Optimization exercise on an open flow, not production practice.
RTL: at most simulated, not proved equivalent.
Power: default activity.

## run.sh

```bash
#!/bin/bash
# synth_recipe.tcl (not shown) runs the flow's synth.tcl, then flattens the netlist and writes it again
# the make line also repeats each setting of config.mk as NAME=value (left out here)
make -C /OpenROAD-flow-scripts/flow DESIGN_CONFIG=/design/flow/config.mk WORK_HOME=/design/flow/orfs CLKGATE_MAP_FILE= SYNTH_SCRIPT=/design/flow/synth_recipe.tcl finish
```

## config.mk

```make
export PLATFORM = sky130hd
export DESIGN_NAME = dma_ahb_s4ch4
export DESIGN_NICKNAME = dma_ahb_s4ch4
export VERILOG_FILES = /design/flow/design.v
export SDC_FILE = /design/flow/constraint.sdc
export NUM_CORES = 4
export LEC_CHECK = 0
export ABC_CLOCK_PERIOD_IN_PS = 2500
export CAP_MARGIN = 20
export CORE_MARGIN = 2
export CORE_UTILIZATION = 50
export PLACE_DENSITY = 0.65
export SETUP_SLACK_MARGIN = 5
export SLEW_MARGIN = 20
export TNS_END_PERCENT = 100
```

## constraint.sdc

```tcl
create_clock -name core_clock -period 7.5 [get_ports {i_hclk}]
set_input_delay 1.5000 -clock core_clock [delete_from_list [all_inputs] [get_ports {i_hclk}]]
set_output_delay 1.5000 -clock core_clock [all_outputs]
set_load 0.01 [all_outputs]
```

## design.v

```verilog
`timescale 1ns/1ps
`default_nettype none
package dma_pkg;
    localparam int NUM_STREAMS = 4;
    localparam int REQ_LINES   = 4;
    localparam int DATA_W      = 32;
    localparam int STREAM_W    = 2;
    localparam int NDT_W       = 16;
    localparam int PL_W        = 2;
    localparam int CHSEL_W     = $clog2(REQ_LINES);
    localparam logic [3:0] REG_CR   = 4'h0;
    localparam logic [3:0] REG_NDTR = 4'h4;
    localparam logic [3:0] REG_PAR  = 4'h8;
    localparam logic [3:0] REG_MAR  = 4'hc;
    localparam int         STREAM_STRIDE = 'h10;
    localparam logic [7:0] REG_ISR       = 8'h40;
    localparam int CR_EN    = 0;
    localparam int CR_DIR   = 1;
    localparam int CR_PINC  = 2;
    localparam int CR_MINC  = 3;
    localparam int CR_CHSEL = 4;
    localparam int CR_PL    = 6;
    localparam int CR_TCIE  = 8;
    localparam int CR_TEIE  = 9;
    localparam int CR_W     = 10;
    localparam logic [1:0] HTRANS_IDLE   = 2'b00;
    localparam logic [1:0] HTRANS_NONSEQ = 2'b10;
    localparam logic [2:0] HSIZE_WORD    = 3'b010;
endpackage
`default_nettype wire
`timescale 1ns/1ps
`default_nettype none
module dma_ahb_s4ch4 (
    input  logic                       i_hclk,
    input  logic                       i_rst_n,
    input  logic                       i_s_hsel,
    input  logic [dma_pkg::DATA_W-1:0] i_s_haddr,
    input  logic                       i_s_hwrite,
    input  logic [1:0]                 i_s_htrans,
    input  logic                       i_s_hready,
    input  logic [dma_pkg::DATA_W-1:0] i_s_hwdata,
    output logic                       o_s_hreadyout,
    output logic                       o_s_hresp,
    output logic [dma_pkg::DATA_W-1:0] o_s_hrdata,
    output logic [dma_pkg::DATA_W-1:0] o_m_haddr,
    output logic                       o_m_hwrite,
    output logic [1:0]                 o_m_htrans,
    output logic [2:0]                 o_m_hsize,
    output logic [dma_pkg::DATA_W-1:0] o_m_hwdata,
    input  logic                       i_m_hready,
    input  logic                       i_m_hresp,
    input  logic [dma_pkg::DATA_W-1:0] i_m_hrdata,
    input  logic [dma_pkg::NUM_STREAMS*dma_pkg::REQ_LINES-1:0] i_req,
    output logic [dma_pkg::NUM_STREAMS-1:0] o_interrupt
);
localparam int NS = dma_pkg::NUM_STREAMS;
localparam int DW = dma_pkg::DATA_W;
localparam int NW = dma_pkg::NDT_W;
localparam int CW = dma_pkg::CR_W;
localparam int NR = 4 * NS + 1;    
function automatic logic [NR-1:0] slot_of(input logic [7:0] a);
    slot_of = '0;
    if (a == dma_pkg::REG_ISR) begin
        slot_of[NR-1] = 1'b1;
    end else if (a[7:6] == 2'b00 && a[1:0] == 2'b00) begin
        slot_of[{a[5:4], a[3:2]}] = 1'b1;
    end
endfunction
logic [NS-1:0][CW-1:0]   cr;
logic [NS-1:0][NW-1:0]   ndtr;
logic [NS-1:0][DW-1:0]   par;
logic [NS-1:0][DW-1:0]   mar;
logic [2*NS-1:0]         isr;
logic [NS-1:0]           irq_q;
logic [NS-1:0]           wpre_q;    
logic [NS-1:0]           fail_q;    
logic [NS-1:0]           fail_q2;   
logic [NR-1:0]           wsel;      
logic                    dph_rd;    
logic [DW-1:0]           rdata_q;
logic                    a_act;
logic                    a_wr;
logic                    a_last;
logic [1:0]              a_strm;
logic [DW-1:0]           haddr_q;
logic                    d_act;
logic                    d_wr;
logic                    d_last;
logic [NS-1:0]           d_oh;      
logic [NS-1:0]           dw_oh;     
logic [DW-1:0]           hwdata_q;
logic                    cur_v;
logic [1:0]              cur;
logic [NS-1:0]           cur_oh;    
logic [DW-1:0]           rd_ptr;    
logic [DW-1:0]           wr_ptr;    
logic [NW-1:0]           rem;       
logic                    more;      
logic                    sinc;
logic                    dinc;
logic                    rinc_p;    
logic                    winc_p;    
logic                    win_v;     
logic                    win_req;   
logic [NS-1:0]           win_oh;
logic [1:0]              win_id;
logic [3:0]              win_line;  
logic                    rq_cur;    
logic [3:0]              cur_line;  
logic                    wbc;       
logic av;
assign av = i_s_hsel && i_s_hready && i_s_htrans[1];
always_ff @(posedge i_hclk or negedge i_rst_n) begin
    if (!i_rst_n) begin
        wsel <= '0;
        dph_rd <= 1'b0;
    end else if (i_s_hready) begin
        wsel <= (av && i_s_hwrite) ? slot_of(i_s_haddr[7:0]) : '0;
        dph_rd <= av && !i_s_hwrite;
    end
end
logic           wr_isr;
logic [NS-1:0]  wr_cr;
logic [NS-1:0]  wr_ndtr;
logic [NS-1:0]  wr_par;
logic [NS-1:0]  wr_mar;
always_comb begin
    wr_isr = wsel[NR-1];
    for (int s = 0; s < NS; s++) begin
        wr_cr[s]   = wsel[4*s];
        wr_ndtr[s] = wsel[4*s+1];
        wr_par[s]  = wsel[4*s+2];
        wr_mar[s]  = wsel[4*s+3];
    end
end
logic hrdy;
logic herr;
assign hrdy = i_m_hready;
assign herr = i_m_hresp && d_act;
logic [NS-1:0] wfin;    
logic [NS-1:0] xfail;   
always_comb begin
    for (int s = 0; s < NS; s++) begin
        wfin[s]  = hrdy && !i_m_hresp && dw_oh[s] && d_last;
        xfail[s] = hrdy && i_m_hresp && d_oh[s];
    end
end
logic [NW-1:0] ndtr_dn;
logic [NW-1:0] ndtr_bk;
logic [DW-1:0] par_up;
logic [DW-1:0] par_bk;
logic [DW-1:0] mar_up;
logic [DW-1:0] mar_bk;
logic          ndtr_one;
logic [NW-1:0] ndtr_dn_n;
logic [DW-1:0] par_up_n;
logic [DW-1:0] mar_up_n;
logic          ndtr_one_n;
logic [NW-1:0] ndtr_c;
logic [DW-1:0] par_c;
logic [DW-1:0] mar_c;
always_comb begin
    ndtr_dn_n  = '0;
    par_up_n   = '0;
    mar_up_n   = '0;
    ndtr_one_n = 1'b0;
    ndtr_c     = '0;
    par_c      = '0;
    mar_c      = '0;
    for (int s = 0; s < NS; s++) begin
        logic [NW-1:0] nd;
        logic [DW-1:0] pu;
        logic [DW-1:0] mu;
        nd = ndtr[s] - 1'b1;
        pu = par[s] + DW'(4);
        mu = mar[s] + DW'(4);
        ndtr_dn_n  = ndtr_dn_n | (cur_oh[s] ? nd : '0);
        par_up_n   = par_up_n | (cur_oh[s] ? pu : '0);
        mar_up_n   = mar_up_n | (cur_oh[s] ? mu : '0);
        ndtr_one_n = ndtr_one_n | (cur_oh[s] && ndtr[s] == NW'(1));
        ndtr_c     = ndtr_c | (cur_oh[s] ? ndtr[s] : '0);
        par_c      = par_c | (cur_oh[s] ? par[s] : '0);
        mar_c      = mar_c | (cur_oh[s] ? mar[s] : '0);
    end
end
always_ff @(posedge i_hclk) begin
    ndtr_dn  <= ndtr_dn_n;
    par_up   <= par_up_n;
    mar_up   <= mar_up_n;
    ndtr_one <= ndtr_one_n;
    if (|wpre_q) begin
        ndtr_bk <= ndtr_c;
        par_bk  <= par_c;
        mar_bk  <= mar_c;
    end
end
logic [NS-1:0][CW-1:0] cr_d;
logic [NS-1:0][NW-1:0] ndtr_d;
logic [NS-1:0][DW-1:0] par_d;
logic [NS-1:0][DW-1:0] mar_d;
logic [2*NS-1:0]       isr_d;
logic [NS-1:0]         irq_d;
always_comb begin
    logic [2*NS-1:0] set;
    logic [2*NS-1:0] clr;
    for (int s = 0; s < NS; s++) begin
        logic pinc;
        logic minc;
        pinc = cr[s][dma_pkg::CR_PINC];
        minc = cr[s][dma_pkg::CR_MINC];
        ndtr_d[s] = ndtr[s];
        par_d[s]  = par[s];
        mar_d[s]  = mar[s];
        cr_d[s]   = cr[s];
        if (wpre_q[s]) begin
            ndtr_d[s] = ndtr_dn;
            par_d[s]  = pinc ? par_up : par[s];
            mar_d[s]  = minc ? mar_up : mar[s];
            if (ndtr_one) begin
                cr_d[s][dma_pkg::CR_EN] = 1'b0;
            end
        end else if (fail_q[s]) begin
            ndtr_d[s] = ndtr_bk;
            par_d[s]  = pinc ? par_bk : par[s];
            mar_d[s]  = minc ? mar_bk : mar[s];
        end
        if (xfail[s]) begin
            cr_d[s][dma_pkg::CR_EN] = 1'b0;
        end
        if (wr_cr[s]) begin
            cr_d[s] = i_s_hwdata[CW-1:0];
        end
        if (wr_ndtr[s]) begin
            ndtr_d[s] = i_s_hwdata[NW-1:0];
        end
        if (wr_par[s]) begin
            par_d[s] = i_s_hwdata;
        end
        if (wr_mar[s]) begin
            mar_d[s] = i_s_hwdata;
        end
        set[2*s]   = wfin[s];
        set[2*s+1] = fail_q2[s];
    end
    clr   = wr_isr ? i_s_hwdata[2*NS-1:0] : '0;
    isr_d = (isr & ~clr) | set;
    for (int s = 0; s < NS; s++) begin
        irq_d[s] = (isr_d[2*s] && cr_d[s][dma_pkg::CR_TCIE]) ||
                   (isr_d[2*s+1] && cr_d[s][dma_pkg::CR_TEIE]);
    end
end
always_ff @(posedge i_hclk or negedge i_rst_n) begin
    if (!i_rst_n) begin
        cr      <= '0;
        ndtr    <= '0;
        par     <= '0;
        mar     <= '0;
        isr     <= '0;
        irq_q   <= '0;
        fail_q  <= '0;
        fail_q2 <= '0;
    end else begin
        cr      <= cr_d;
        ndtr    <= ndtr_d;
        par     <= par_d;
        mar     <= mar_d;
        isr     <= isr_d;
        irq_q   <= irq_d;
        fail_q  <= xfail;
        fail_q2 <= fail_q;
    end
end
assign o_interrupt = irq_q;
logic [NR-1:0][DW-1:0] rval;
logic [NS-1:0][DW-1:0] grp;
logic [DW-1:0]         rmux1;
always_comb begin
    for (int s = 0; s < NS; s++) begin
        rval[4*s]   = DW'(wr_cr[s]   ? i_s_hwdata[CW-1:0] : cr[s]);
        rval[4*s+1] = DW'(wr_ndtr[s] ? i_s_hwdata[NW-1:0] : ndtr[s]);
        rval[4*s+2] = wr_par[s] ? i_s_hwdata : par[s];
        rval[4*s+3] = wr_mar[s] ? i_s_hwdata : mar[s];
    end
    rval[NR-1] = DW'(isr_d);
    for (int s = 0; s < NS; s++) begin
        grp[s] = rval[{2'(s), i_s_haddr[3:2]}];
    end
    rmux1 = '0;
    if (i_s_hsel && i_s_htrans[1] && !i_s_hwrite) begin
        if (i_s_haddr[7:0] == dma_pkg::REG_ISR) begin
            rmux1 = rval[NR-1];
        end else if (i_s_haddr[7:6] == 2'b00 && i_s_haddr[1:0] == 2'b00) begin
            rmux1 = grp[i_s_haddr[5:4]];
        end
    end
end
always_ff @(posedge i_hclk) begin
    rdata_q <= i_s_hready ? rmux1 : (dph_rd ? rdata_q : '0);
end
assign o_s_hreadyout = 1'b1;
assign o_s_hresp     = 1'b0;
assign o_s_hrdata    = rdata_q;
logic [NS-1:0][NS-1:0] hp;
logic [NS-1:0]         pre;
logic [NS-1:0]         rs;
logic [NS-1:0]         el;
logic [NS-1:0]         w;       
logic [NS-1:0]         p;       
logic [NS-1:0]         hp_cur;
logic [NS-1:0]         act;     
always_ff @(posedge i_hclk or negedge i_rst_n) begin
    if (!i_rst_n) begin
        hp  <= '0;
        act <= '0;
    end else begin
        for (int a = 0; a < NS; a++) begin
            for (int b = 0; b < NS; b++) begin
                logic [1:0] pa;
                logic [1:0] pb;
                pa = cr_d[a][dma_pkg::CR_PL +: dma_pkg::PL_W];
                pb = cr_d[b][dma_pkg::CR_PL +: dma_pkg::PL_W];
                hp[a][b] <= (a != b) && ((pa > pb) || (pa == pb && a < b));
            end
            act[a] <= cr_d[a][dma_pkg::CR_EN] && (ndtr_d[a] != '0);
        end
    end
end
always_comb begin
    for (int s = 0; s < NS; s++) begin
        pre[s]    = act[s] && !(cur_v && cur_oh[s]);
        rs[s]     = i_req[s*dma_pkg::REQ_LINES + cr[s][dma_pkg::CR_CHSEL +: dma_pkg::CHSEL_W]];
        el[s]     = pre[s] && rs[s];
        hp_cur[s] = hp[s][cur];
    end
    for (int s = 0; s < NS; s++) begin
        w[s] = el[s];
        p[s] = pre[s];
        for (int t = 0; t < NS; t++) begin
            if (el[t] && hp[t][s]) begin
                w[s] = 1'b0;
            end
            if (pre[t] && hp[t][s]) begin
                p[s] = 1'b0;
            end
        end
    end
end
logic [NS-1:0] w_oh;
logic          w_any;
logic [NS-1:0] p_oh;
logic          p_any;
logic [3:0]    p_line;
always_ff @(posedge i_hclk or negedge i_rst_n) begin
    if (!i_rst_n) begin
        w_oh   <= '0;
        w_any  <= 1'b0;
        p_oh   <= '0;
        p_any  <= 1'b0;
        p_line <= '0;
        rq_cur <= 1'b0;
        wbc    <= 1'b0;
    end else begin
        w_oh   <= w;
        w_any  <= |el;
        p_oh   <= p;
        p_any  <= |pre;
        p_line <= '0;
        for (int s = 0; s < NS; s++) begin
            if (p[s]) begin
                p_line <= {2'(s), cr[s][dma_pkg::CR_CHSEL +: dma_pkg::CHSEL_W]};
            end
        end
        rq_cur <= i_req[cur_line];
        wbc    <= |(w & hp_cur);
    end
end
always_comb begin
    win_v   = p_any;
    win_req = w_any;
    win_oh  = w_any ? w_oh : p_oh;
    win_id  = {win_oh[3] | win_oh[2], win_oh[3] | win_oh[1]};
    win_line = {win_id, cr[win_id][dma_pkg::CR_CHSEL +: dma_pkg::CHSEL_W]};
end
logic [DW-1:0] nx_src;
logic [DW-1:0] nx_dst;
logic [NW-1:0] nx_cnt;
logic          nx_sinc;
logic          nx_dinc;
always_comb begin
    nx_src  = '0;
    nx_dst  = '0;
    nx_cnt  = '0;
    nx_sinc = 1'b0;
    nx_dinc = 1'b0;
    for (int s = 0; s < NS; s++) begin
        if (win_oh[s]) begin
            if (cr[s][dma_pkg::CR_DIR]) begin
                nx_src  = nx_src | mar[s];
                nx_dst  = nx_dst | par[s];
                nx_sinc = nx_sinc | cr[s][dma_pkg::CR_MINC];
                nx_dinc = nx_dinc | cr[s][dma_pkg::CR_PINC];
            end else begin
                nx_src  = nx_src | par[s];
                nx_dst  = nx_dst | mar[s];
                nx_sinc = nx_sinc | cr[s][dma_pkg::CR_PINC];
                nx_dinc = nx_dinc | cr[s][dma_pkg::CR_MINC];
            end
            nx_cnt = nx_cnt | ndtr[s];
        end
    end
end
logic a_isr;      
logic cont_ok;    
logic more_now;
logic go;         
logic c1, s1;     
logic c0, s0;     
logic do_w;
logic do_cont;
logic do_load;    
logic do_start;
logic [DW-1:0] nra;      
assign a_isr    = a_act && !a_wr;
assign more_now = rinc_p ? (rem != NW'(1)) : more;
assign cont_ok  = cur_v && more && rq_cur && !wbc;
assign go       = win_req || i_req[p_line];
assign c1 = !a_isr && cont_ok;
assign s1 = !a_isr && !cont_ok && win_v && (win_req || !cur_v) && !(a_act && a_wr);
assign c0 = !a_act && cont_ok;
assign s0 = !a_act && !cont_ok && win_v && (win_req || !cur_v) && !(d_act && d_wr);
assign do_w     = hrdy && a_isr;
assign do_cont  = hrdy ? c1 : c0;
assign do_load  = hrdy ? s1 : s0;
assign do_start = do_load && go;
assign nra = cont_ok ? rd_ptr : nx_src;
always_ff @(posedge i_hclk or negedge i_rst_n) begin
    if (!i_rst_n) begin
        a_act  <= 1'b0;
        a_wr   <= 1'b0;
        a_last <= 1'b0;
        a_strm <= '0;
        d_act  <= 1'b0;
        d_wr   <= 1'b0;
        d_last <= 1'b0;
        d_oh   <= '0;
        dw_oh  <= '0;
        cur_v  <= 1'b0;
        cur    <= '0;
        cur_oh <= '0;
        cur_line <= '0;
        rinc_p <= 1'b0;
        winc_p <= 1'b0;
        wpre_q <= '0;
    end else begin
        if (herr) begin
            a_act <= 1'b0;
        end else if (hrdy) begin
            a_act <= a_isr || c1 || (s1 && go);
        end else begin
            a_act <= a_act || c0 || (s0 && go);
        end
        if (hrdy) begin
            a_wr   <= a_isr;
            a_last <= !more_now;
            a_strm <= s1 ? win_id : cur;
        end else if (!a_act) begin
            a_wr   <= 1'b0;
            a_strm <= s0 ? win_id : cur;
        end
        if (hrdy) begin
            d_act  <= a_act && !herr;
            d_wr   <= a_wr;
            d_last <= a_last;
            for (int s = 0; s < NS; s++) begin
                d_oh[s]  <= a_act && !herr && a_strm == 2'(s);
                dw_oh[s] <= a_act && !herr && a_wr && a_strm == 2'(s);
            end
        end
        if (herr) begin
            if (hrdy) begin
                cur_v <= 1'b0;
            end
        end else if (do_start) begin
            cur_v    <= 1'b1;
            cur      <= win_id;
            cur_oh   <= win_oh;
            cur_line <= win_line;
        end else if (hrdy && d_act && d_wr && d_last) begin
            cur_v <= 1'b0;
        end
        rinc_p <= do_start || do_cont;
        winc_p <= do_w;
        for (int s = 0; s < NS; s++) begin
            wpre_q[s] <= do_w && cur_oh[s];
        end
    end
end
always_ff @(posedge i_hclk) begin
    if (hrdy) begin
        haddr_q <= a_isr ? wr_ptr : nra;
    end else if (!a_act) begin
        haddr_q <= nra;
    end
    if (do_load) begin
        rd_ptr <= nx_src;
        wr_ptr <= nx_dst;
        rem    <= nx_cnt;
        sinc   <= nx_sinc;
        dinc   <= nx_dinc;
    end else begin
        if (rinc_p) begin
            if (sinc) begin
                rd_ptr <= rd_ptr + DW'(4);
            end
            rem    <= rem - 1'b1;
            more   <= rem != NW'(1);
        end
        if (winc_p) begin
            if (dinc) begin
                wr_ptr <= wr_ptr + DW'(4);
            end
        end
    end
    if (d_act && !d_wr) begin
        hwdata_q <= i_m_hrdata;
    end
end
assign o_m_haddr  = haddr_q;
assign o_m_hwrite = a_wr;
assign o_m_htrans = a_act ? dma_pkg::HTRANS_NONSEQ : dma_pkg::HTRANS_IDLE;
assign o_m_hsize  = dma_pkg::HSIZE_WORD;
assign o_m_hwdata = hwdata_q;
endmodule
`default_nettype wire
```

==> results of run 1 <==
[cell usage in the layout, fill, tap and decap left out, types with 102 or more instances in the layout]
cell type	instances
nand2_1	706
mux2i_1	657
nor2_1	417
o21ai_0	402
dfrtp_1	376
a21oi_1	341
a22oi_1	323
edfxtp_1	259
xnor2_1	220
o22ai_1	189
buf_4	174
nand3_1	123
xor2_1	122
buf_2	106
inv_1	105
and3_1	102
clkbuf_16	102
[layout make-up]
cell class              count  area, um2  share of cell area [%]
multi-input cells        4729      33200                    50.5
flip-flops and latches    801      21100                    32.1
repair buffers            516       5790                    8.81
clock buffers             137       2660                    4.04
well taps                1488       1860                    2.83
inverters                 127        573                   0.871
clock inverters            37        477                   0.725
diodes                     29       72.6                   0.110
repair inverters            4       33.8                  0.0513
[final timing paths]
path | startpoint | endpoint | slack [ns] | cells after the start
worst max-delay path | rdata_q[31] | o_s_hrdata[31] | 4.47 | 1
worst min-delay path | fail_q2[1] | isr[3] | 0.46 | 2
max in group asynchronous | i_rst_n | cur_oh[1] | 5.22 | 2
worst min register to register | fail_q2[1] | isr[3] | 0.46 | 2
worst max register to register | fail_q[1] | act[1] | 4.80 | 7
min in group asynchronous | i_rst_n | par[92] | 0.75 | 1
[layer usage]
| metal | vias up | GRT usage, % | part of all wire, % |
|---|---|---|---|
| li1 | 23000 | - | - |
| met1 | 27000 | 55.8 | 35 |
| met2 | 5262 | 60.6 | 39 |
| met3 | 1469 | 21.6 | 18 |
| met4 | 16 | 27.7 | 8.1 |
| met5 | - | 3.15 | 0.25 |
[metrics by stage]
step	cell area, um2	power (mW)	utilization (%)
after floorplan	56900	17.6	-
after global placement	58100	21.7	52.7
after detailed placement	58100	22.0	52.7
after CTS	64100	27.5	58.1
after global routing	65800	29.9	59.6
final	65800	29.0	59.6
[sequential cells by signal, indices dropped and copies added, names as in the netlist, 40 cells and up]
| name | count |
|---|---|
| cr | 40 |
| mar | 128 |
| ndtr | 64 |
| par | 128 |
[where the power goes]
group | total (mW) | switching (mW) | internal, mW
sequential | 10.8 | 3.94 | 6.90
combinational | 13.4 | 8.03 | 5.36
clock | 4.78 | 2.09 | 2.69
[what timing repair did]
item                                     CTS  global route
gates cloned                              31            10
pin swaps                                 28            42
setup buffers                             99            78
endpoints found under the setup margin   774           530
resized for setup                       1016           240
[logic make-up (layout without fill, tap and decap cells)]
family                   count (synthesis)  after routing
buffers and inverters                  838            821
flip-flops                             801            801
AND/OR/NAND/NOR                       1804           1809
adder cells (fa/ha/maj)                 36             36
AO/OA/AOI/OAI                         1744           1744
other                                    2             35
XOR/XNOR                               344            344
multiplexers                           790            790
==> impl_results.md, run 1 <==
- Status: no timing/DRC/antenna violations
- Post-route insts no fill: just under 8000
- Clock Latency Late Sink: around 0.74 ns
- GR Overflow Total: 0
- Slowest stage delay, CP: 0.59 ns
- Worst Setup End Kind: primary output
- Achievable Freq: 0.330 GHz
- Clock sinks: 801
- MaxCap Viol Count: 0
- CTS tree: yes
- Placed cells: around 7400
- Vias/cell: 7.21
- Routed wire length per instance: 33.6 um
- Vias in the first global route: slightly above 50000
- Worst path slowest cell: edfxtp_1
- Core area: 0.110 mm2
- Data arrival, critical path: 1.53 ns
- Top cell type's share of synthesized area: 20.8%
- Post-synthesis compound-gate area fraction: 19.4%
- Fin crit share: 40.4%
- Crit path kind: reg2out
- Routability cong.: 1.03
- Ys Warns: 1
- Synth Area per Inst: 8.71 um2
- Tightest Pin Transition: around 1.1 ns
- Area contributors post-synth: dfrtp_1, edfxtp_1, mux2i_1
- Filler instances: 9395
- Post-synthesis sequential area ratio: 37.8%
- Final wirelength: 264 mm
- I/O pin cnt: 229
- Synth Area in XOR/XNOR: 5.44%
- Top cells by instance count after synthesis: nand2_1, mux2i_1, clkbuf_1
- Fin crit period: 3.03 ns
- CP startpoint kind: register
- Distinct cells, synth: 82
- Main flop type after synthesis: dfrtp_1
- Post-Synth Adder-Cell Area: 0.813%
- CTS Buf Count: 92
- Pwr per Cell Area: 441 mW/mm2
- GR Util All Layers: 44.5%
- Synth Area in Simple Gates: 14.9%
- Clock Path Buffers: 3
- Hold Path Class: reg2reg
- TNS Setup: 0 ns
- Fin nets: 6428
- CTS clock-pin slew for the worst setup and hold paths: 0.06 ns
- Hold buffers post-CTS: 0
- Largest net degree at the start of global routing: 138
- Vias: 56700
- Std-Cell Rows: around 120
- Slew Viols, Final: 0
- DR iter-0 viols: 9972
- First-pass GRT wire length: 367 mm
- Main combinational cell family by area after synthesis: compound AO/OA/AOI/OAI gates
- RSZ-0062 raised after global routing: yes
- CP bufs+invs: 1
- Yosys top cell by area: dfrtp_1
- Most frequent cell after synthesis: nand2_1
- Hold slack final: 0.462 ns
- Placement Setup Slack: between 2 and 3 ns
- Slew headroom: between 20 and 30%
- Final HPWL DP: 154 mm
- Final Setup Violations: 0
- Clock skew: 0.0307 ns
- Cells after synthesis: 6359
- H-tree depth: 3
- Die X: between 300 and 400 um
- First-pass DRT Iterations: 19
- CTS root buf: clkbuf_16
- Antenna Violating Nets Remaining: 0
- Worst setup margin: 4.47 ns
- Largest fanout on the critical path: 1
- IO buf count: around 200
- Cell family with most CP delay: flip-flops
- Maximum VDD drop: 239 uV
- Post-synth EDFFs: 259
- Die Ht: 337 um
- Cell chain of the critical path: buf_2
- Mapped Area: 0.0554 mm2
- Area Growth Syn to Fin: 18.7%
- Hold Violations, Final: 0
- Synth async-reset ratio: a little under three fifths
- Required @ worst endpoint: 6.00 ns
- Die area: 0.113 mm2
- Layout cells sized above 1: 18.2%
- FF+latch count, synth: 801
- Number of remaining DRC errors: 0
- Initial antenna violation count: 24
- Initial Util: 50.2%
- Leakage: 25.2 nW
- Post-synthesis mux area share: around 16%
Testbench counts, summed over its fixed seeds: cycles 46,926, words 14,473.
==> run 2, diff against run 1 <==
--- a/design.v
+++ b/design.v
@@ -295,7 +295,7 @@
     end
 end
 always_ff @(posedge i_hclk) begin
-    rdata_q <= i_s_hready ? rmux1 : (dph_rd ? rdata_q : '0);
+    rdata_q <= (i_s_hready ? rmux1 : '0) | (rdata_q & {DW{!i_s_hready && dph_rd}});
 end
 assign o_s_hreadyout = 1'b1;
 assign o_s_hresp     = 1'b0;
==> impl_results.md, run 2 <==
- Initial antenna violation count: 18 (-25%)
- Tightest Pin Transition: 1.01 ns (-0.0425 ns)
- Crit path kind: reg2out
- Vias: 58400 (+2.9%)
- Commonest non-fill, non-tap cell in the layout: mux2i_1
- Post-synthesis sequential area ratio: 36.6% (-1.2 points)
- FF-to-FF path depth: 6 (-1)
- First-pass GRT wire length: 369 mm (+0.67%)
- Filler instances: 9613 (+2.3%)
- Routed wire length per instance: 33.1 um (-1.4%)
- Initial Util: 50.2% (about the same)
- Hold path start: rdata_q[23]
- CTS tree: yes
- Pwr per Cell Area: 357 mW/mm2 (-19%)
- Status: no timing/DRC/antenna violations
- Synth async-reset ratio: 57.6% (unchanged)
- Post-synth EDFFs: 227 (-12%)
- Clock Path Buffers: 3 (unchanged)
- RR Startpoint: mar[76]
- Final Setup Violations: 0 (unchanged)
- Vias in the first global route: 52800 (+1.9%)
- Data arrival, critical path: 1.27 ns (-0.26 ns)
- Final core occ: 60.0% (+0.42 points)
- Number of remaining DRC errors: 0 (unchanged)
- Antenna Violating Nets Remaining: 0 (unchanged)
- Worst path slowest cell: dfxtp_4
- Cell family with most CP delay: flip-flops
- Ys Warns: 1 (unchanged)
- Top cell type's share of synthesized area: 20.5% (-0.33 points)
- Top cells by instance count after synthesis: mux2i_1, nand2_1, clkbuf_1
- Worst Setup End Kind: primary output
- H-tree depth: 3 (unchanged)
- R2R Path End: mar_up[31]
- Most frequent cell after synthesis: mux2i_1
- Leakage: 24.2 nW (-4.1%)
- Area contributors post-synth: dfrtp_1, mux2i_1, edfxtp_1
- I/O pin cnt: 229 (unchanged)
- Maximum VDD drop: 276 uV (+15%)
- Die area: 0.115 mm2 (+1.6%)
- Final wirelength: 267 mm (+1.2%)
- Fin crit period: 2.77 ns (-0.259 ns)
- Total chip power: 24.0 mW (-17%)
- Distinct cells, synth: 88 (+7.3%)
- Main flop type after synthesis: dfrtp_1
- Hold Crit Depth: 2 (unchanged)
- Routability cong.: 1.03 (unchanged)
- Fin crit share: 36.9% (-3.5 points)
- Clock Latency Late Sink: 0.74 ns (about the same)
- Core area: 0.112 mm2 (+1.5%)
- Cell chain of the critical path: buf_6
- Layout cells sized above 1: 19.4% (+1.2 points)
- Largest fanout on the critical path: 2 (+1)
- Yosys top cell by area: dfrtp_1
- CP bufs+invs: 1 (unchanged)
- Fin nets: 6641 (+3.3%)
- Required @ worst endpoint: 6.00 ns (about the same)
- CP startpoint kind: register
- Die Ht: 340 um (+0.79%)
- Achievable Freq: 0.361 GHz (+9.3%)
- Hold slack final: 0.460 ns (-0.00138 ns)
- TNS Setup: 0 ns (unchanged)
- GR Util All Layers: 43.1% (-1.4 points)
- First-pass DRT Iterations: 14 (-5)
- Clock skew: 0.0376 ns (+0.00698 ns)
- Slew headroom: 32.5% (+2.8 points)
- WHS Endpoint: rdata_q[23]
- CTS root buf: clkbuf_16
- Largest regs: mar x128, par x128, ndtr x64
- Final HPWL DP: 161 mm (+4.3%)
- Largest net degree at the start of global routing: 157 (+14%)
- Vias/cell: 7.23 (+0.30%)
- GR Overflow Total: 0 (unchanged)
- Synth Area per Inst: 8.56 um2 (-1.7%)
- RSZ-0062 raised after global routing: yes
- Worst R2R Setup Slack: 4.82 ns (+0.02 ns)
- Area Growth Syn to Fin: 19.5%
- FF+latch count, synth: 801 (unchanged)
- CTS clock-pin slew for the worst setup and hold paths: 0.06 ns (about the same)
- CTS Buf Count: 92 (unchanged)
- Hold Violations, Final: 0 (unchanged)
- Clock sinks: 801 (unchanged)
- Most frequent cells in the layout: mux2i_1, nand2_1, o21ai_0
- Slowest stage delay, CP: 0.39 ns (-0.20 ns)
- Hold Path Class: reg2reg
- Slew Viols, Final: 0 (unchanged)
- IO buf count: 197 (unchanged)
- Std-Cell Rows: 123 (+0.82%)
- Mapped Area: 0.0563 mm2 (+1.6%)
- MaxCap Viol Count: 0 (unchanged)
- Die X: 340 um (+0.79%)
- DR iter-0 viols: 10000 (+0.62%)
- Cells after synthesis: 6575 (+3.4%)
-- run 2: cell types whose count changed in the layout (fill, tap and decap cells not counted), moves of 48 or more --
cell      before  now
a22oi_1      323  182
or3_1          7   82
a21boi_0      77    7
xnor2_1      220  154
mux2_2        39  102
and3_1       102   42
o21ai_0      402  461
xor2_1       122   64
nor3_1        64  120
nand2_1      706  656
nand2b_1      22   71
a21oi_1      341  293
-- run 2: how the worst max path moves through the flow --
stage                       startpoint             end  slack, ns  cells after the start
after floorplan           i_s_haddr[2]      rdata_q[4]       4.64                     10
after global placement      i_m_hready      wr_ptr[14]       2.59                      7
after detailed placement    i_m_hready      wr_ptr[10]       2.59                      7
after CTS                  haddr_q[31]   o_m_haddr[31]       4.70                      1
after global routing       haddr_q[31]   o_m_haddr[31]       4.70                      1
final                      rdata_q[12]  o_s_hrdata[12]       4.73                      1
-- run 2: area by class of cell --
| cell class | count | area, um2 | area share, % |
|---|---|---|---|
| multi-input combinational | 4911 | 34500 | 51.4 |
| timing repair buffer | 560 | 6280 | 9.34 |
| antenna | 7 | 17.5 | 0.0260 |
| clock inverter | 53 | 659 | 0.980 |
| tap | 1500 | 1880 | 2.79 |
| inverter | 117 | 509 | 0.757 |
| clock buffer | 121 | 2500 | 3.72 |
| sequential | 801 | 20900 | 31.0 |
| timing repair inverter | 1 | 8.76 | 0.0130 |
-- run 2: kinds of logic after synthesis --
| kind of cell | Yosys count | share of synthesized area, % |
|---|---|---|
| buffers and inverters | 872 | 6.09 |
| other | 2 | 0.0133 |
| adder cells (fa/ha/maj) | 36 | 0.800 |
| AO/OA/AOI/OAI | 1757 | 20.0 |
| flip-flops | 801 | 36.6 |
| multiplexers | 824 | 15.4 |
| XOR/XNOR | 220 | 3.42 |
| AND/OR/NAND/NOR | 2063 | 17.7 |
-- run 2: what timing repair did --
action | in CTS | in global routing
gates cloned | 26 | 14
endpoints found under the setup margin | 656 | 373
endpoints found under the hold margin | 0 | 0
resized for setup | 925 | 288
hold buffers | 0 | 0
pin swaps | 29 | 60
setup buffers | 81 | 122
-- run 2: routing by layer --
metal	global-route usage, %	part of all wire [%]	routed length [um]
met1	56.7	36	97300
met2	58.6	39	104000
met3	18.5	17	45800
met4	24.5	7.5	20000
met5	0	0.095	253
-- run 2: per-stage QoR --
stage               cells  worst slack, ns  cell area (um2)
floorplan            6579             4.64            57600
CTS                  7928             4.70            64900
detailed placement   7647             2.59            59100
global route         8064             4.70            67200
global placement     7646             2.59            59100
finish               8071             4.73            67300
-- run 2: power by group --
| group | total [mW] | switching [mW] | internal [mW] |
|---|---|---|---|
| logic | 10.7 | 6.48 | 4.20 |
| registers | 8.48 | 2.34 | 6.14 |
| clock network | 4.84 | 2.06 | 2.78 |
Testbench counts of run 2, summed over its fixed seeds: cycles 46,926, words 14,473.
==> run 3, diff against run 2 <==
==> config.mk (replaced) <==
export PLATFORM = sky130hd
export DESIGN_NAME = dma_ahb_s4ch4
export DESIGN_NICKNAME = dma_ahb_s4ch4
export VERILOG_FILES = /design/flow/design.v
export SDC_FILE = /design/flow/constraint.sdc
export NUM_CORES = 4
export LEC_CHECK = 0
export CAP_MARGIN = 20
export CORE_MARGIN = 2
export CORE_UTILIZATION = 45
export PLACE_DENSITY = 0.62
export SETUP_SLACK_MARGIN = 5
export SLEW_MARGIN = 20
export TNS_END_PERCENT = 100
==> impl_results.md, run 3 <==
- Initial antenna violation count: 8 (-10)
- Number of remaining DRC errors: 0 (unchanged)
- First-pass GRT wire length: 381 mm (+3.2%)
- CTS root buf: clkbuf_16
- Leakage: 24.1 nW (-0.43%)
- Tightest Pin Transition: 1.21 ns (+0.197 ns)
- Fin crit share: 37.4% (+0.48 points)
- Vias in the first global route: 52800 (-0.13%)
- Post-synthesis sequential area ratio: 36.6% (unchanged)
- Cell family with most CP delay: flip-flops
- Commonest non-fill, non-tap cell in the layout: mux2i_1
- Yosys top cell by area: dfrtp_1
- Final Cell Area: 0.0674 mm2 (+0.23%)
- Clock sinks: 801 (unchanged)
- Comb power frac: 44.6% (about the same)
- I/O pin cnt: 229 (unchanged)
- Largest net degree at the start of global routing: 143 (-8.9%)
- DR iter-0 viols: 10100 (+0.71%)
- Main flop type after synthesis: dfrtp_1
- Pwr per Cell Area: 358 mW/mm2 (+0.20%)
- Synth Area per Inst: 8.56 um2 (unchanged)
- Slew Viols, Final: 0 (unchanged)
- Slowest stage delay, CP: 0.40 ns (about the same)
- Final Setup Violations: 0 (unchanged)
- Cell chain of the critical path: buf_2
- Routed wire length per instance: 33.3 um (+0.54%)
- FF+latch count, synth: 801 (unchanged)
- Clock skew: 0.0276 ns (-0.0100 ns)
- Reg area: 0.0209 mm2 (about the same)
- CP bufs+invs: 1 (unchanged)
- Vias: 57700 (-1.1%)
- H-tree depth: 3 (unchanged)
- Post-route insts no fill: 8188 (+1.4%)
- Final core occ: 54.4% (-5.6 points)
- IO buf count: 197 (unchanged)
- Slew headroom: 19.3% (-13 points)
- MaxCap Viol Count: 0 (unchanged)
- Hold Path Class: reg2reg
- GR Overflow Total: 0 (unchanged)
- Placed cells: 7788 (+1.8%)
- RSZ-0062 raised after global routing: yes
- Post-synth EDFFs: 227 (unchanged)
- Top cells by instance count after synthesis: mux2i_1, nand2_1, clkbuf_1
- GR Util All Layers: 40.8% (-2.3 points)
- Total chip power: 24.1 mW (+0.44%)
- Achievable Freq: 0.356 GHz (-1.3%)
- Maximum VDD drop: 219 uV (-21%)
- Data arrival, critical path: 1.31 ns (+0.04 ns)
- Layout cells sized above 1: 19.3% (-0.093 points)
- CP startpoint kind: register
- Routability cong.: 0.990 (-3.4%)
- CTS tree: yes
- Die area: 0.128 mm2 (+11%)
- Synth async-reset ratio: 57.6% (unchanged)
- Worst path slowest cell: edfxtp_1
- Hold Violations, Final: 0 (unchanged)
- Std-Cell Rows: 129 (+4.9%)
- Fin nets: 6624 (-0.26%)
- Crit path kind: reg2out
- Die X: 358 um (+5.3%)
- Status: no timing/DRC/antenna violations
- Clock Path Buffers: 3 (unchanged)
- Register share of total power: 35.2% (about the same)
- Initial Util: 45.4% (-4.8 points)
- Most frequent cell after synthesis: mux2i_1
- TNS Setup: 0 ns (unchanged)
- Mapped Area: 0.0563 mm2 (unchanged)
- Worst Setup End Kind: primary output
- Antenna Violating Nets Remaining: 0 (unchanged)
- Cells after synthesis: 6575 (unchanged)
- Ys Warns: 1 (unchanged)
- Top cell type's share of synthesized area: 20.5% (unchanged)
- Area Growth Syn to Fin: 19.7%
- Required @ worst endpoint: 6.00 ns (about the same)
- CTS clock-pin slew for the worst setup and hold paths: 0.06 ns (about the same)
- CTS Buf Count: 94 (+2.2%)
- Area contributors post-synth: dfrtp_1, mux2i_1, edfxtp_1
- Core area: 0.124 mm2 (+11%)
- Placed inst area: 0.0593 mm2 (+0.40%)
- Fin crit period: 2.81 ns (+0.0360 ns)
- Sw Share: 45.2% (-0.084 points)
- NetSw: 10.9 mW (+0.25%)
- Filler instances: 11100 (+16%)
- Clock share of power: 20.3% (about the same)
- Most frequent cells in the layout: mux2i_1, nand2_1, nor2_1
- Clock Latency Late Sink: 0.75 ns (about the same)
- Largest fanout on the critical path: 1 (-1)
- Footprint of the multi-input gates: 0.0346 mm2 (+0.16%)
- Internal power: 13.2 mW (+0.59%)
- Die Ht: 358 um (+5.3%)
- Vias/cell: 7.05 (-2.5%)
- Distinct cells, synth: 88 (unchanged)
- First-pass DRT Iterations: 17 (+3)
- Largest regs: mar x128, par x128, ndtr x64
- Final wirelength: 272 mm (+2.0%)
- Final HPWL DP: 166 mm (+3.2%)
[run 3: logic make-up (layout without fill, tap and decap cells)]
logic type,after synthesis,in the layout,synth area share [%]
adder cells (fa/ha/maj),36,36,0.800
other,2,8,0.0133
multiplexers,824,824,15.4
XOR/XNOR,220,220,3.42
AO/OA/AOI/OAI,1757,1758,20.0
AND/OR/NAND/NOR,2063,2067,17.7
flip-flops,801,801,36.6
buffers and inverters,872,837,6.09
[run 3: what timing repair did]
action / in CTS / in global routing
hold buffers: 0 / 0
pin swaps: 51 / 80
gates resized for setup: 992 / 227
cloned: 31 / 4
setup buffers: 113 / 72
setup endpoints to repair: 720 / 256
[run 3: through the flow]
step	hold slack [ns]	setup slack (ns)
2_1_floorplan	0.352	4.64
3_3_place_gp	0.439	2.31
3_5_place_dp	0.448	2.27
4_1_cts	0.464	4.69
5_1_grt	0.467	4.66
6_report	0.454	4.69
[run 3: area by class of cell]
type / count / share of cell area (%)
diodes: 2 / 0.00742
inverters: 117 / 0.744
clock inverters: 50 / 0.872
flip-flops and latches: 801 / 31.0
multi-input cells: 4911 / 51.3
clock buffers: 128 / 3.88
repair inverters: 1 / 0.0130
repair buffers: 541 / 9.16
well taps: 1637 / 3.04
[run 3: power groups by stage]
stage,sequential [mW],clock (mW),combinational [mW]
after floorplan,7.04,0,6.93
after global placement,8.39,0,8.95
after detailed placement,8.44,0,9.06
after CTS,8.29,4.90,9.84
after global routing,8.54,5.10,11.2
final,8.48,4.89,10.7
[run 3: per-layer routing]
metal / wire length (um) / global-route usage, % / up-vias
met4: 19400 / 23.8 / 12
met1: 102000 / 53.1 / 27700
li1: - / - / 24000
met2: 107000 / 55.8 / 4822
met5: 184 / 0.370 / -
met3: 44600 / 17.7 / 1195
[run 3: path summary, 6_finish.rpt]
kind                            cells after the start  slack (ns)          from        endpoint
worst max-delay path                                1        4.69  hwdata_q[12]  o_m_hwdata[12]
worst min-delay path                                2        0.45   rdata_q[27]     rdata_q[27]
worst max register to register                     10        4.88       wsel[3]     rdata_q[29]
worst min register to register                      2        0.45   rdata_q[27]     rdata_q[27]
max in group asynchronous                           2        5.37       i_rst_n       wpre_q[1]
min in group asynchronous                           1        0.72       i_rst_n        ndtr[42]
==> run 4, diff against run 3 <==
--- a/design.v
+++ b/design.v
@@ -76,7 +76,7 @@
 logic [NS-1:0]           fail_q;    
 logic [NS-1:0]           fail_q2;   
 logic [NR-1:0]           wsel;      
-logic                    dph_rd;    
+logic [NR-1:0]           rsel;      
 logic [DW-1:0]           rdata_q;
 logic                    a_act;
 logic                    a_wr;
@@ -113,10 +113,10 @@
 always_ff @(posedge i_hclk or negedge i_rst_n) begin
     if (!i_rst_n) begin
         wsel <= '0;
-        dph_rd <= 1'b0;
+        rsel <= '0;
     end else if (i_s_hready) begin
         wsel <= (av && i_s_hwrite) ? slot_of(i_s_haddr[7:0]) : '0;
-        dph_rd <= av && !i_s_hwrite;
+        rsel <= (av && !i_s_hwrite) ? slot_of(i_s_haddr[7:0]) : '0;
     end
 end
 logic           wr_isr;
@@ -274,6 +274,7 @@
 logic [NR-1:0][DW-1:0] rval;
 logic [NS-1:0][DW-1:0] grp;
 logic [DW-1:0]         rmux1;
+logic [DW-1:0]         rmux0;
 always_comb begin
     for (int s = 0; s < NS; s++) begin
         rval[4*s]   = DW'(wr_cr[s]   ? i_s_hwdata[CW-1:0] : cr[s]);
@@ -293,9 +294,13 @@
             rmux1 = grp[i_s_haddr[5:4]];
         end
     end
+    rmux0 = '0;
+    for (int i = 0; i < NR; i++) begin
+        rmux0 = rmux0 | (rsel[i] ? rval[i] : '0);
+    end
 end
 always_ff @(posedge i_hclk) begin
-    rdata_q <= (i_s_hready ? rmux1 : '0) | (rdata_q & {DW{!i_s_hready && dph_rd}});
+    rdata_q <= i_s_hready ? rmux1 : rmux0;
 end
 assign o_s_hreadyout = 1'b1;
 assign o_s_hresp     = 1'b0;
==> impl_results.md, run 4 <==
- Status: no timing/DRC/antenna violations
- IO buf count: 197 (unchanged)
- Maximum VDD drop: 270 uV (+23%)
- Std-Cell Rows: 133 (+3.1%)
- Cell chain of the critical path: buf_6
- CTS root buf: clkbuf_16
- Die Ht: 368 um (+2.8%)
- Hold Crit Depth: 1 (-1)
- Distinct cells, synth: 83 (-5.7%)
- Data arrival, critical path: 1.35 ns (+0.04 ns)
- Vias/cell: 7.47 (+5.9%)
- Synth async-reset ratio: 58.4% (+0.83 points)
- Worst R2R Setup Slack: 4.73 ns (-0.15 ns)
- Placed inst area: 0.0626 mm2 (+5.5%)
- RSZ-0062 raised after global routing: yes
- Crit path kind: reg2out
- WHS Endpoint: d_oh[3]
- FF+latch count, synth: 817 (+2.0%)
- Antenna Violating Nets Remaining: 0 (unchanged)
- Total chip power: 26.3 mW (+9.3%)
- GR Util All Layers: 48.5% (+7.7 points)
- Yosys top cell by area: dfrtp_1
- CP bufs+invs: 1 (unchanged)
- Achievable Freq: 0.351 GHz (-1.6%)
- Most frequent cells in the layout: nand2_1, mux2i_1, o21ai_0
- R2R Path End: rdata_q[1]
- Worst path slowest cell: dfrtp_2
- CTS tree: yes
- Tightest Pin Transition: 1.21 ns (-0.00259 ns)
- Commonest non-fill, non-tap cell in the layout: nand2_1
- Clock sinks: 817 (+2.0%)
- Filler instances: 11900 (+7.3%)
- Final Cell Area: 0.0730 mm2 (+8.3%)
- Hold Violations, Final: 0 (unchanged)
- Fin nets: 7354 (+11%)
- TNS Setup: 0 ns (unchanged)
- Layout cells sized above 1: 20.9% (+1.6 points)
- Cell family with most CP delay: flip-flops
- Clock skew: 0.0717 ns (+0.0440 ns)
- Mapped Area: 0.0595 mm2 (+5.7%)
- Synth Area per Inst: 8.29 um2 (-3.1%)
- Top cell type's share of synthesized area: 20.1% (-0.44 points)
- Slowest stage delay, CP: 0.43 ns (+0.03 ns)
- CTS clock-pin slew for the worst setup and hold paths: 0.06 ns (about the same)
- DR iter-0 viols: 13900 (+37%)
- Hold path start: d_oh[3]
- CP startpoint kind: register
- Fin crit share: 38.0% (+0.61 points)
- Routability cong.: 1.02 (+3.4%)
- Vias: 67700 (+17%)
- FF-to-FF path depth: 6 (-4)
- Largest fanout on the critical path: 2 (+1)
- Final Setup Violations: 0 (unchanged)
- RR Startpoint: rsel[7]
- Final wirelength: 348 mm (+28%)
- Most frequent cell after synthesis: o21ai_0
- Initial Util: 45.3% (-0.081 points)
- Required @ worst endpoint: 6.00 ns (about the same)
- Ys Warns: 1 (unchanged)
- Reg area: 0.0213 mm2 (+2.2%)
- Largest net degree at the start of global routing: 130 (-9.1%)
- First-pass GRT wire length: 469 mm (+23%)
- Post-synthesis sequential area ratio: 35.3% (-1.3 points)
- Placement Setup Slack: 2.65 ns (+0.379 ns)
- Leakage: 26.9 nW (+12%)
- Hold slack final: 0.490 ns (+0.0367 ns)
- Pwr per Cell Area: 361 mW/mm2 (+0.86%)
- Area Growth Syn to Fin: 22.7%
- Routed wire length per instance: 38.5 um (+16%)
- Number of remaining DRC errors: 0 (unchanged)
- Post-synth EDFFs: 227 (unchanged)
- Footprint of the multi-input gates: 0.0372 mm2 (+7.7%)
- Slew Viols, Final: 0 (unchanged)
- Main flop type after synthesis: dfrtp_1
- MaxCap Viol Count: 0 (unchanged)
- Hold Path Class: reg2reg
- Largest regs: mar x128, par x128, ndtr x64
- Vias in the first global route: 61500 (+16%)
- Clock Path Buffers: 3 (unchanged)
- First-pass DRT Iterations: 12 (-5)
- H-tree depth: 3 (unchanged)
- CTS Buf Count: 100 (+6.4%)
- Die area: 0.135 mm2 (+5.7%)
- Top cells by instance count after synthesis: o21ai_0, nand2_1, mux2i_1
- Die X: 368 um (+2.8%)
- Fin crit period: 2.85 ns (+0.0454 ns)
- Core area: 0.131 mm2 (+5.9%)
- Slew headroom: 19.6% (+0.29 points)
- Area contributors post-synth: dfrtp_1, edfxtp_1, mux2i_1
- Worst setup margin: 4.65 ns (-0.0454 ns)
- Hold buffers post-CTS: 0 (unchanged)
- Initial antenna violation count: 21 (+13)
- Worst Setup End Kind: primary output
- Final HPWL DP: 204 mm (+23%)
- Clock Latency Late Sink: 0.82 ns (+0.07 ns)
- GR Overflow Total: 0 (unchanged)
- Cells after synthesis: 7177 (+9.2%)
- I/O pin cnt: 229 (unchanged)
## run 4: cell count changes in the layout (fill, tap and decap cells not counted), sizes merged, moves of 54 or more
cell,change
a21boi,+104
a21oi,+74
a22oi,+86
buf,+188
inv,+143
nand2b,-54
nor2,+124
nor3,-63
o21ai,+132
o22ai,+163
xnor2,+86
## run 4: cell families after synthesis
kind of cell,after synthesis,share of synthesized area (%)
AOI/OAI and AO/OA,2241,23.7
and+or+nand+nor,1923,14.7
buffers and inverters,1066,7.08
DFF,817,35.3
muxes,763,13.6
xor gates and xnor gates,329,4.84
adders and majority gates,36,0.757
other,2,0.0126
## run 4: repair_timing
item                                    CTS  global route
setup endpoints to repair               741           463
cloned                                   37             9
pin swaps                                80            96
resized for setup                      1224           269
endpoints found under the hold margin     0             0
buffers inserted                        202           129
## run 4: report_power, final
group / leakage [nW] / total (mW) / internal, mW / switching (mW)
sequential: 8.78 / 9.63 / 6.47 / 3.16
clock: 1.69 / 5.28 / 2.99 / 2.29
combinational: 16.5 / 11.4 / 4.26 / 7.17
## run 4: cell type report
cell class	instances	share of cell area [%]
timing repair inverter	1	0.0120
sequential	817	29.2
inverter	263	1.43
multi-input combinational	5307	51.0
tap	1755	3.01
clock buffer	136	3.85
clock inverter	54	0.922
antenna	17	0.0583
timing repair buffer	707	10.5
## run 4: per-stage QoR
step                util (%)  std cells
finish                  55.6       9057
global route            55.6       9042
CTS                     53.9       8902
detailed placement      47.7       8473
global placement        47.7       8472
floorplan                  -       7181
## run 4: how the worst max path moves through the flow
stage | slack, ns | cells past startpoint | to | start
after floorplan | 4.28 | 6 | cur[0] | i_req[15]
after global placement | 2.67 | 9 | cur_line[1] | i_m_hready
after detailed placement | 2.65 | 9 | cur[1] | i_m_hready
after CTS | 4.66 | 1 | o_m_htrans[1] | a_act
after global routing | 4.63 | 1 | o_m_htrans[1] | a_act
final | 4.65 | 1 | o_m_htrans[1] | a_act
## run 4: layer usage
metal	routed length, um	part of all wire, %	track usage, %	up-vias
met1	120000	35	59.5	32000
met3	64000	18	26.3	2181
met2	130000	37	63.5	7056
met5	1190	0.34	3.56	-
li1	-	-	-	26400
met4	33000	9.5	33.9	38
Testbench counts of run 4, summed over its fixed seeds: cycles 46,926, words 14,473.
==> run 5, diff against run 4 <==
--- a/config.mk
+++ b/config.mk
@@ -5,10 +5,11 @@
 export SDC_FILE = /design/flow/constraint.sdc
 export NUM_CORES = 4
 export LEC_CHECK = 0
+export ABC_CLOCK_PERIOD_IN_PS = 2500
 export CAP_MARGIN = 20
 export CORE_MARGIN = 2
-export CORE_UTILIZATION = 45
-export PLACE_DENSITY = 0.62
+export CORE_UTILIZATION = 50
+export PLACE_DENSITY = 0.65
 export SETUP_SLACK_MARGIN = 5
 export SLEW_MARGIN = 20
 export TNS_END_PERCENT = 100
==> impl_results.md, run 5 <==
- Final HPWL DP: 204 mm (+0.35%)
- Data arrival, critical path: 3.57 ns (+2.22 ns)
- Top cell type's share of synthesized area: 20.1% (unchanged)
- Worst Setup End Kind: register
- Register share of total power: 37.5% (+0.9 points)
- Fin nets: 7371 (+0.23%)
- R2R Path End: rdata_q[1]
- Comb power frac: 42.6% (-0.8 points)
- Required @ worst endpoint: 8.18 ns (+2.18 ns)
- Slew Viols, Final: 0 (unchanged)
- WHS Endpoint: dw_oh[0]
- Die area: 0.122 mm2 (-9.9%)
- Crit path launch: rsel[13]
- Placed cells: 8260 (-2.5%)
- CP startpoint kind: register
- Die X: 349 um (-5.1%)
- Distinct cells, synth: 83 (unchanged)
- Total chip power: 26.0 mW (-1.4%)
- Area Growth Syn to Fin: 22.0%
- Post-synth EDFFs: 227 (unchanged)
- Clock skew: 0.0479 ns (-0.0238 ns)
- RSZ-0062 raised after global routing: yes
- Hold Path Class: reg2reg
- Die Ht: 349 um (-5.1%)
- Clock Path Buffers: 3 (unchanged)
- FF+latch count, synth: 817 (unchanged)
- Largest regs: mar x128, par x128, ndtr x64
- GR Overflow Total: 0 (unchanged)
- Hold path start: dw_oh[0]
- IO buf count: 197 (unchanged)
- Post-route insts no fill: 8864 (-2.1%)
- Main flop type after synthesis: dfrtp_1
- Routability cong.: 1.07 (+4.1%)
- I/O pin cnt: 229 (unchanged)
- Number of remaining DRC errors: 0 (unchanged)
- Vias: 67600 (-0.0074%)
- Achievable Freq: 0.346 GHz (-1.3%)
- Vias/cell: 7.63 (+2.2%)
- NetSw: 12.4 mW (-1.6%)
- DR iter-0 viols: 13300 (-4.3%)
- Final wirelength: 340 mm (-2.5%)
- Hold slack final: 0.495 ns (+0.00452 ns)
- Crit path kind: reg2reg
- Largest net degree at the start of global routing: 149 (+15%)
- Filler instances: 10300 (-14%)
- Antenna Violating Nets Remaining: 0 (unchanged)
- Fin crit share: 38.5% (+0.51 points)
- Most frequent cells in the layout: nand2_1, mux2i_1, o21ai_0
- CTS clock-pin slew for the worst setup and hold paths: 0.06 ns (about the same)
- Core area: 0.118 mm2 (-10%)
- Tightest Pin Transition: 1.20 ns (-0.00269 ns)
- Post-synthesis sequential area ratio: 35.3% (unchanged)
- CTS Buf Count: 99 (-1.0%)
- H-tree depth: 3 (unchanged)
- Hold Violations, Final: 0 (unchanged)
- Std-Cell Rows: 126 (-5.3%)
- Fin crit period: 2.89 ns (+0.0386 ns)
- Slew headroom: 19.8% (+0.18 points)
- Initial antenna violation count: 31 (+48%)
- TNS Setup: 0 ns (unchanged)
- Cells after synthesis: 7177 (unchanged)
- Clock share of power: 19.9% (about the same)
- Pwr per Cell Area: 358 mW/mm2 (-0.89%)
- Sw Share: 47.8% (-0.075 points)
- Clock sinks: 817 (unchanged)
- MaxCap Viol Count: 0 (unchanged)
- RR Startpoint: rsel[13]
- CTS tree: yes
- Synth async-reset ratio: 58.4% (unchanged)
- Clock Latency Late Sink: 0.82 ns (about the same)
- Ys Warns: 1 (unchanged)
- Final Setup Violations: 0 (unchanged)
- Yosys top cell by area: dfrtp_1
- Most frequent cell after synthesis: o21ai_0
- Status: no timing/DRC/antenna violations
- Largest fanout on the critical path: 10 (+8)
- Mapped Area: 0.0595 mm2 (unchanged)
- First-pass GRT wire length: 460 mm (-1.9%)
- First-pass DRT Iterations: 13 (+1)
- Leakage: 27.0 nW (about the same)
- CTS root buf: clkbuf_16
- Vias in the first global route: 61200 (-0.48%)
- Layout cells sized above 1: 20.6% (-0.28 points)
- Worst R2R Setup Slack: 4.61 ns (-0.12 ns)
- Commonest non-fill, non-tap cell in the layout: nand2_1
- GR Util All Layers: 52.9% (+4.4 points)
- Synth Area per Inst: 8.29 um2 (unchanged)
- FF-to-FF path depth: 7 (+1)
- Maximum VDD drop: 384 uV (+42%)
- Initial Util: 50.4% (+5.1 points)
- Top cells by instance count after synthesis: o21ai_0, nand2_1, mux2i_1
- Hold Crit Depth: 1 (unchanged)
- Area contributors post-synth: dfrtp_1, edfxtp_1, mux2i_1
- Hold buffers post-CTS: 0 (unchanged)
- Internal power: 13.5 mW (-1.3%)
- Routed wire length per instance: 38.3 um (-0.42%)
run 5: through the flow:
| step | utilization [%] | area, um2 | setup slack [ns] |
|---|---|---|---|
| after global routing | 61.4 | 72600 | 4.65 |
| after CTS | 59.3 | 70000 | 4.68 |
| after global placement | 52.7 | 62300 | 2.68 |
| after floorplan | - | 60800 | 4.28 |
| after detailed placement | 52.7 | 62300 | 2.63 |
| final | 61.5 | 72600 | 4.61 |
run 5: cells by family after synthesis:
kind of cell / after synthesis / share of synthesized area (%)
buf+inv: 1066 / 7.08
flops: 817 / 35.3
simple gates: 1923 / 14.7
mux: 763 / 13.6
other cells: 2 / 0.0126
fa+ha+maj: 36 / 0.757
xor+xnor: 329 / 4.84
compound gates: 2241 / 23.7
run 5: how the worst max path moves through the flow:
stage / slack [ns] / to / cells past startpoint
floorplan: 4.28 / cur[0] / 6
global placement: 2.68 / rd_ptr[30] / 8
detailed placement: 2.63 / rd_ptr[31] / 8
CTS: 4.68 / rdata_q[1] / 9
global route: 4.65 / rdata_q[1] / 8
finish: 4.61 / rdata_q[1] / 7
run 5: routing by layer:
layer  vias up  wire, um  global-route usage, %
li1      26400         -                      -
met3      1998     63100                   30.7
met5         -      1750                   3.16
met1     32300    118000                   65.0
met2      6943    126000                   68.5
met4        44     30700                   35.7
run 5: final cells by class:
type / instances / area (um2) / area share [%]
multi-input cells: 5307 / 37200 / 51.2
flip-flops and latches: 817 / 21300 / 29.4
repair buffers: 725 / 7680 / 10.6
clock buffers: 140 / 2830 / 3.89
well taps: 1536 / 1920 / 2.65
inverters: 263 / 1080 / 1.49
clock inverters: 48 / 547 / 0.753
diodes: 27 / 67.6 / 0.0930
repair inverters: 1 / 8.76 / 0.0121
run 5: critical path: stages (launching register included):
cell       delay, ns
dfrtp_1         0.60
inv_1           0.31
buf_4           0.41
o2bb2ai_4       0.07
or4_4           0.56
nor4b_4         0.29
o22ai_2         0.13
a211o_4         0.37
run 5: what timing repair did:
action | CTS | global route
gates resized for setup | 1189 | 296
cloned | 33 | 7
buffers inserted | 194 | 155
pin swaps | 55 | 75
endpoints found under the setup margin | 720 | 462
run 5: power groups by stage:
| stage | sequential [mW] | clock (mW) | combinational (mW) |
|---|---|---|---|
| after CTS | 9.47 | 5.11 | 9.80 |
| after detailed placement | 9.64 | 0 | 8.92 |
| after global routing | 9.70 | 5.29 | 11.4 |
| final | 9.74 | 5.17 | 11.1 |
| after global placement | 9.59 | 0 | 8.76 |
| after floorplan | 7.41 | 0 | 7.08 |
==> run 6, diff against run 5 <==
--- a/design.v
+++ b/design.v
@@ -76,13 +76,15 @@
 logic [NS-1:0]           fail_q;    
 logic [NS-1:0]           fail_q2;   
 logic [NR-1:0]           wsel;      
-logic [NR-1:0]           rsel;      
+logic                    dph_rd;    
 logic [DW-1:0]           rdata_q;
 logic                    a_act;
 logic                    a_wr;
 logic                    a_last;
 logic [1:0]              a_strm;
 logic [DW-1:0]           haddr_q;
+logic                    htrans_q;  
+logic                    hwrite_q;
 logic                    d_act;
 logic                    d_wr;
 logic                    d_last;
@@ -113,10 +115,10 @@
 always_ff @(posedge i_hclk or negedge i_rst_n) begin
     if (!i_rst_n) begin
         wsel <= '0;
-        rsel <= '0;
+        dph_rd <= 1'b0;
     end else if (i_s_hready) begin
         wsel <= (av && i_s_hwrite) ? slot_of(i_s_haddr[7:0]) : '0;
-        rsel <= (av && !i_s_hwrite) ? slot_of(i_s_haddr[7:0]) : '0;
+        dph_rd <= av && !i_s_hwrite;
     end
 end
 logic           wr_isr;
@@ -274,7 +276,6 @@
 logic [NR-1:0][DW-1:0] rval;
 logic [NS-1:0][DW-1:0] grp;
 logic [DW-1:0]         rmux1;
-logic [DW-1:0]         rmux0;
 always_comb begin
     for (int s = 0; s < NS; s++) begin
         rval[4*s]   = DW'(wr_cr[s]   ? i_s_hwdata[CW-1:0] : cr[s]);
@@ -294,13 +295,9 @@
             rmux1 = grp[i_s_haddr[5:4]];
         end
     end
-    rmux0 = '0;
-    for (int i = 0; i < NR; i++) begin
-        rmux0 = rmux0 | (rsel[i] ? rval[i] : '0);
-    end
 end
 always_ff @(posedge i_hclk) begin
-    rdata_q <= i_s_hready ? rmux1 : rmux0;
+    rdata_q <= (i_s_hready ? rmux1 : '0) | (rdata_q & {DW{!i_s_hready && dph_rd}});
 end
 assign o_s_hreadyout = 1'b1;
 assign o_s_hresp     = 1'b0;
@@ -500,12 +497,25 @@
         end
     end
 end
-always_ff @(posedge i_hclk) begin
-    if (hrdy) begin
-        haddr_q <= a_isr ? wr_ptr : nra;
-    end else if (!a_act) begin
-        haddr_q <= nra;
+always_ff @(posedge i_hclk or negedge i_rst_n) begin
+    if (!i_rst_n) begin
+        htrans_q <= 1'b0;
+    end else if (herr) begin
+        htrans_q <= 1'b0;
+    end else if (hrdy) begin
+        htrans_q <= a_isr || c1 || (s1 && go);
+    end else begin
+        htrans_q <= htrans_q || c0 || (s0 && go);
     end
+end
+always_ff @(posedge i_hclk) begin
+    hwrite_q <= (hrdy && a_isr) || (!hrdy && a_act && hwrite_q);
+    haddr_q  <= (hrdy ? (a_isr ? wr_ptr : nra) : (a_act ? '0 : nra))
+              | (haddr_q & {DW{!hrdy && a_act}});
+    hwdata_q <= ((d_act && !d_wr) ? i_m_hrdata : '0)
+              | (hwdata_q & {DW{!(d_act && !d_wr)}});
+end
+always_ff @(posedge i_hclk) begin
     if (do_load) begin
         rd_ptr <= nx_src;
         wr_ptr <= nx_dst;
@@ -526,13 +536,10 @@
             end
         end
     end
-    if (d_act && !d_wr) begin
-        hwdata_q <= i_m_hrdata;
-    end
 end
 assign o_m_haddr  = haddr_q;
-assign o_m_hwrite = a_wr;
-assign o_m_htrans = a_act ? dma_pkg::HTRANS_NONSEQ : dma_pkg::HTRANS_IDLE;
+assign o_m_hwrite = hwrite_q;
+assign o_m_htrans = htrans_q ? dma_pkg::HTRANS_NONSEQ : dma_pkg::HTRANS_IDLE;
 assign o_m_hsize  = dma_pkg::HSIZE_WORD;
 assign o_m_hwdata = hwdata_q;
 endmodule
==> config.mk (replaced) <==
export PLATFORM = sky130hd
export DESIGN_NAME = dma_ahb_s4ch4
export DESIGN_NICKNAME = dma_ahb_s4ch4
export VERILOG_FILES = /design/flow/design.v
export SDC_FILE = /design/flow/constraint.sdc
export NUM_CORES = 4
export LEC_CHECK = 0
export CAP_MARGIN = 20
export CORE_MARGIN = 2
export CORE_UTILIZATION = 45
export PLACE_DENSITY = 0.62
export SETUP_SLACK_MARGIN = 5
export SLEW_MARGIN = 20
export TNS_END_PERCENT = 100
==> impl_results.md, run 6 <==
- I/O pin cnt: 229 (unchanged)
- Vias in the first global route: 52600 (-14%)
- Register share of total power: 34.6% (-2.9 points)
- Hold Violations, Final: 0 (unchanged)
- Slowest stage delay, CP: 0.39 ns (-0.21 ns)
- H-tree depth: 3 (unchanged)
- Placed cells: 7702 (-6.8%)
- Hold slack final: 0.460 ns (-0.0349 ns)
- Cell chain of the critical path: buf_2
- Yosys top cell by area: dfrtp_1
- Fin crit period: 2.78 ns (-0.107 ns)
- Clock share of power: 20.8% (+0.9 points)
- Top cells by instance count after synthesis: mux2i_1, nand2_1, clkbuf_1
- Met1 Use GR: 52.7% (-12 points)
- Main flop type after synthesis: dfrtp_1
- MaxCap Viol Count: 0 (unchanged)
- GR Util All Layers: 40.8% (-12 points)
- Clock skew: 0.0420 ns (-0.00584 ns)
- IO buf count: 197 (unchanged)
- RSZ-0062 raised after global routing: yes
- Required @ worst endpoint: 6.00 ns (-2.18 ns)
- Achievable Freq: 0.359 GHz (+3.8%)
- Fin nets: 6600 (-10%)
- Footprint of the multi-input gates: 0.0342 mm2 (-8.0%)
- Die X: 357 um (+2.2%)
- Core area: 0.124 mm2 (+4.7%)
- Vias/cell: 7.15 (-6.3%)
- Post-route insts no fill: 8165 (-7.9%)
- CTS tree: yes
- Commonest non-fill, non-tap cell in the layout: mux2i_1
- Hold Path Class: reg2reg
- GR Overflow Total: 0 (unchanged)
- First-pass DRT Iterations: 10 (-3)
- Synth async-reset ratio: 57.5% (-0.85 points)
- Total chip power: 24.0 mW (-7.7%)
- Largest regs: mar x128, par x128, ndtr x64
- Leakage: 24.6 nW (-8.9%)
- Clock Latency Late Sink: 0.74 ns (-0.08 ns)
- Vias: 58400 (-14%)
- Initial antenna violation count: 16 (-48%)
- Antenna Violating Nets Remaining: 0 (unchanged)
- Die area: 0.127 mm2 (+4.5%)
- Routability cong.: 1.01 (-4.8%)
- CP bufs+invs: 1 (-1)
- Final Cell Area: 0.0675 mm2 (-7.0%)
- FF+latch count, synth: 803 (-1.7%)
- Final wirelength: 275 mm (-19%)
- Post-synth EDFFs: 195 (-14%)
- Data arrival, critical path: 1.28 ns (-2.29 ns)
- Initial Util: 45.3% (-5.1 points)
- Final HPWL DP: 163 mm (-20%)
- Tightest Pin Transition: 1.08 ns (-0.124 ns)
- Distinct cells, synth: 84 (+1.2%)
- Final core occ: 54.6% (-6.9 points)
- NetSw: 10.7 mW (-14%)
- Placed inst area: 0.0587 mm2 (-5.8%)
- Fin crit share: 37.1% (-1.4 points)
- Largest fanout on the critical path: 1 (-9)
- Area Growth Syn to Fin: 20.5%
- Synth Area per Inst: 8.60 um2 (+3.8%)
- Clock sinks: 803 (-1.7%)
- Placement Setup Slack: 2.86 ns (+0.228 ns)
- Largest net degree at the start of global routing: 165 (+11%)
- Most frequent cell after synthesis: mux2i_1
- Clock Path Buffers: 3 (unchanged)
- Final Setup Violations: 0 (unchanged)
- CP startpoint kind: register
- Status: no timing/DRC/antenna violations
- Internal power: 13.3 mW (-1.7%)
- Top cell type's share of synthesized area: 20.6% (+0.58 points)
- Hold buffers post-CTS: 0 (unchanged)
[run 6: changes by cell type after synthesis, moves of 41 or more]
cell      previous run  this run
o21ai_0            713       517
o22ai_1            332       167
inv_1              257       108
nor2_1             611       470
a21boi_0           118        12
xnor2_1            240       151
a22oi_1            270       208
nand2_1            692       637
mux2_2              68       109
[run 6: kinds of logic after synthesis]
group                      synth area share [%]
xor gates and xnor gates                   3.47
muxes                                      15.8
DFF                                        36.3
other                                    0.0134
adders and majority gates                 0.804
and+or+nand+nor                            17.3
buffers and inverters                      6.05
AOI/OAI and AO/OA                          20.3
[run 6: path summary, 6_finish.rpt]
| kind | from | endpoint | slack (ns) | cells past startpoint |
|---|---|---|---|---|
| setup reg to reg | wsel[10] | rdata_q[15] | 4.86 | 6 |
| hold / removal | rdata_q[27] | rdata_q[27] | 0.46 | 2 |
| hold reg to reg | rdata_q[27] | rdata_q[27] | 0.46 | 2 |
| setup / recovery | register | o_m_hwdata[14] | 4.72 | 1 |
| min in group asynchronous | i_rst_n | ndtr[40] | 0.80 | 1 |
| max in group asynchronous | i_rst_n | wsel[10] | 5.30 | 2 |
[run 6: timing repair]
item	4_1_cts	5_1_grt
setup endpoints to repair	701	313
pin swaps	45	62
resized for setup	1083	221
gates cloned	27	11
setup buffers	138	108
[run 6: worst reg2reg max path: stages, from the launching register on]
cell and delay (ns):
dfrtp_4 0.76, buf_6 0.40, mux2_4 0.38, buf_4 0.20, a21oi_1 0.08, mux4_2 0.57, o21ai_2 0.17
[run 6: layer usage]
metal	part of all wire, %	vias up	wire length, um
li1	-	24000	-
met1	36	27900	99500
met2	39	5127	108000
met3	17	1341	46100
met4	7.8	18	21500
met5	0.16	-	437
[run 6: power by group through the flow]
stage	logic (mW)	clock network (mW)	registers [mW]
after global placement	8.61	0	8.19
after detailed placement	8.73	0	8.24
after CTS	9.72	4.96	8.13
after global routing	11.1	5.14	8.37
final	10.7	4.98	8.30
after floorplan	6.53	0	6.95
[run 6: final cells by class]
cell class                      count  area share, %
Multi-Input combinational cell   4841           50.6
Sequential cell                   803           30.6
Timing Repair Buffer              596           10.3
Clock buffer                      115           3.69
Tap cell                         1637           3.03
Clock inverter                     58           1.10
Inverter                          109          0.676
Antenna cell                        6         0.0222
Testbench counts of run 6, summed over its fixed seeds: cycles 46,926, words 14,473.
